Background: an optimization exercise with open tools, aiming at small area, a short achievable clock period and few clock cycles per item. Do not read the settings as production practice. Where RTL was checked, it was by simulation tests only, not by an equivalence proof against the original.

## run 1
// macc_control_top
module macc_control_top (
  input logic clk,
  input logic rst_n,
  input logic mac_begin,
  input logic acc_begin,
  input macc_pkg::len_t conv_len,
  input macc_pkg::filt_t filter_num,
  input macc_pkg::data_t weight_in,
  input macc_pkg::data_t ifmap_in,
  input macc_pkg::data_t external_psum,
  input macc_pkg::acc_t internal_psum,
  output logic mul_enable,
  output logic acc_enable,
  output macc_pkg::len_t cnt_a,
  output macc_pkg::filt_t cnt_b,
  output macc_pkg::acc_t accum_out,
  output logic psum_store,
  output logic mac_finish,
  output logic acc_finish
);
  logic issue_first;
  logic issue_last;
  logic issue_end;
  logic run_acc;
  logic keep_d;
  logic use_i_d;
  logic op_last;
  logic op_end;
  macc_pkg::data_t op_w;
  logic [7:0] op_one;
  logic [7:0] op_two;
  logic [7:0] op_neg;
  macc_pkg::acc_t op_i;
  psum_sequencer u_seq (
    .clk (clk),
    .rst_n (rst_n),
    .mac_begin (mac_begin),
    .acc_begin (acc_begin),
  ...
For scale: roughly 1,300 cells after synthesis, ~150 I/O pins.
Settings: LEC_CHECK=0, CAP_MARGIN=20, CORE_MARGIN=2, CORE_UTILIZATION=40, SETUP_SLACK_MARGIN=3.8, SLEW_MARGIN=20, SYNTH_HIERARCHICAL=1, SYNTH_MINIMUM_KEEP_SIZE=0; clock period 7.0 ns.
standard.sh (not shown) runs the stock make flow with config.mk's settings and CLKGATE_MAP_FILE= SYNTH_SCRIPT=/design/flow/synth_recipe.tcl, a recipe that flattens the netlist after the stock synthesis.
==> flow/flow/run.sh <==
#!/bin/bash
# standard layout, with the port buffers made from the smallest plain buffer
set -euo pipefail
export BUFFER_PORTS_ARGS="-buffer_cell sky130_fd_sc_hd__buf_1"
bash standard.sh > standard_flow.log 2>&1
Inputs modified between run 1 and run 2:
--- a/flow/config.mk
+++ b/flow/config.mk
@@ -8,6 +8,6 @@
 export CAP_MARGIN = 20
 export CORE_MARGIN = 2
-export CORE_UTILIZATION = 40
-export SETUP_SLACK_MARGIN = 3.8
+export CORE_UTILIZATION = 60
+export SETUP_SLACK_MARGIN = 4.0
 export SLEW_MARGIN = 20
 export SYNTH_HIERARCHICAL = 1
Results
Of run 1 and run 2, run 1 shows the higher global-route met3 utilization, with run 2 below it. Going from run 1 to run 2, design area grows by 290 um2. Run 2 reached the final stage; the timing, design-rule and antenna checks on its layout passed. Summary of run 2 over run 1: die area dropped 33%, data required time at the worst endpoint shrank by 30 ps, hold slack neither gained nor lost much. In run 2 relative to run 1, average wire per cell in the routed design had gone up by a few percent. Run 2 reports a lower clock latency of the later-clocked register in the worst-skew pair than run 1 does. For run 2, the slowest cell on the critical path was fa_1, unlike run 1, where it was dfxtp_2. Measured against each other, run 1 and run 2 differ in overall global routing resource usage, the lower figure coming from run 1.
#### Input delta (run 3 over run 2)
--- a/flow/config.mk
+++ b/flow/config.mk
@@ -8,5 +8,5 @@
 export CAP_MARGIN = 20
 export CORE_MARGIN = 2
-export CORE_UTILIZATION = 60
+export CORE_UTILIZATION = 40
 export SETUP_SLACK_MARGIN = 4.0
 export SLEW_MARGIN = 20
Notes after the runs:
Between run 2 and run 3, final area is higher for run 3, run 2 comes in under that. Utilization on run 3 is down relative to run 2. Run 3 finished every stage and its layout cleared the timing, design-rule and antenna checks. Summary — average wire length per cell after detail routing, run 3 relative to run 2: lower, by 0.70 um. Of run 3 and run 2, it is run 3 that has the higher die outline height. There was hardly any difference in number of enable flip-flop cells after synthesis between run 2 and run 3. Taking run 3 over run 2, the number of fillers in the final layout ratio works out to 1.7. Run 3 vs. run 2: effective utilization at floorplan down 20 points, number of port buffers flat, share of flip-flops with an asynchronous set or reset after synthesis flat.
Function was not checked in any run of this note: the RTL went through the layout flow alone.

---

macc_control_top, a different RTL version from the one above (not shown whole).
Size in the first run: roughly 1300 cells after synthesis.
Settings: LEC_CHECK=0, CAP_MARGIN=20, CORE_MARGIN=2, CORE_UTILIZATION=60, SETUP_SLACK_MARGIN=4.1, SLEW_MARGIN=20, SYNTH_HIERARCHICAL=1, SYNTH_MINIMUM_KEEP_SIZE=0; clock period 7.0 ns.
Scripts as last shown in full above: flow/flow/run.sh
Testbench counts at the start, summed over its fixed seeds: cycles 24,347, items 22,427.
Change:
--- a/flow/config.mk
+++ b/flow/config.mk
@@ -9,5 +9,5 @@
 export CORE_MARGIN = 2
 export CORE_UTILIZATION = 60
-export SETUP_SLACK_MARGIN = 4.1
+export SETUP_SLACK_MARGIN = 4.0
 export SLEW_MARGIN = 20
 export SYNTH_HIERARCHICAL = 1
Cell area fell by a few percent.
Clock-buffer cell count rose by 1.
Critical path depth fell by 1.
Global-route usage rose by 0.23 points.
Wire length fell slightly.
Sequential share of layout area rose by 0.81 points.
Register-to-register slack loses 0.03 ns.
First-iteration DRC count rose by a quarter to a third.
Via count fell slightly.
Change:
--- a/flow/config.mk
+++ b/flow/config.mk
@@ -9,4 +9,6 @@
 export CORE_MARGIN = 2
 export CORE_UTILIZATION = 60
+export CTS_CLUSTER_DIAMETER = 120
+export CTS_CLUSTER_SIZE = 32
 export SETUP_SLACK_MARGIN = 4.0
 export SLEW_MARGIN = 20
What happened: Routed wire length came out lower by 0.82%; global-route usage drops by 0.32 points; setup slack improved by 0.016 ns; final area drops by 3.1%; core utilization shrinks by 2.0 points; clock-buffer cell count shrinks by 23; first-iteration DRC count decreases by 23%; non-clock buffer count climbs by 12; worst hold slack hardly moves.
Change:
--- a/flow/config.mk
+++ b/flow/config.mk
@@ -9,6 +9,6 @@
 export CORE_MARGIN = 2
 export CORE_UTILIZATION = 60
-export CTS_CLUSTER_DIAMETER = 120
-export CTS_CLUSTER_SIZE = 32
+export CTS_CLUSTER_DIAMETER = 100
+export CTS_CLUSTER_SIZE = 25
 export SETUP_SLACK_MARGIN = 4.0
 export SLEW_MARGIN = 20
After rerunning:
- The changed run ran to the end with no violations
- cell area rises by 0.52%
- final cell count rose by 0.37%
- flip-flop and latch count does not change
- synthesized cell count stays the same
- worst setup slack got worse by 0.011 ns

==> what the ideal ports hide <==
The flow's constraints put no driver on any port. The routed layouts listed below were extracted and timed again, unchanged, in two steps.
Step 1, drivers: a clkbuf_16 drives clk and a buf_2 each remaining input, both assumed.
Step 2, shift: input delay + t, output delay - t, t = (earliest + latest rising clock arrival at the registers) / 2. This alone moves slack from input paths to output paths.
a / b / c = no drivers / after step 1 / after step 2; a / b = the first two.
| run | t, ns | slack for setup (ns) | worst hold slack (ns) | worst data-port slew with drivers (ns) | pins driven straight from the clock port |
|---|---|---|---|---|---|
| run 1 | 0.603 | 3.912 / 3.912 / 3.888 | 0.325 / 0.325 / 0.325 | 0.05 | 1 |
| run 2 | 0.575 | 4.054 / 4.054 / 3.890 | 0.326 / 0.326 / 0.326 | 0.05 | 1 |
| run 3 | 0.607 | 4.031 / 4.031 / 3.872 | 0.325 / 0.325 / 0.325 | 0.06 | 1 |
| the first run of note 2 | 0.561 | 4.075 / 4.075 / 3.878 | 0.331 / 0.331 / 0.331 | 0.05 | 1 |
| the second run of note 2 | 0.560 | 4.046 / 4.046 / 3.897 | 0.332 / 0.332 / 0.332 | 0.06 | 1 |
| the third run of note 2 | 0.530 | 4.062 / 4.062 / 3.911 | 0.330 / 0.330 / 0.330 | 0.05 | 1 |
| the fourth run of note 2 | 0.536 | 4.051 / 4.051 / 3.912 | 0.319 / 0.319 / 0.319 | 0.05 | 1 |
After both steps every run listed still meets setup and hold. The setup slack of the first run of note 2, which loses most, moves by 0.000 ns with the drivers and by -0.197 ns with both steps.
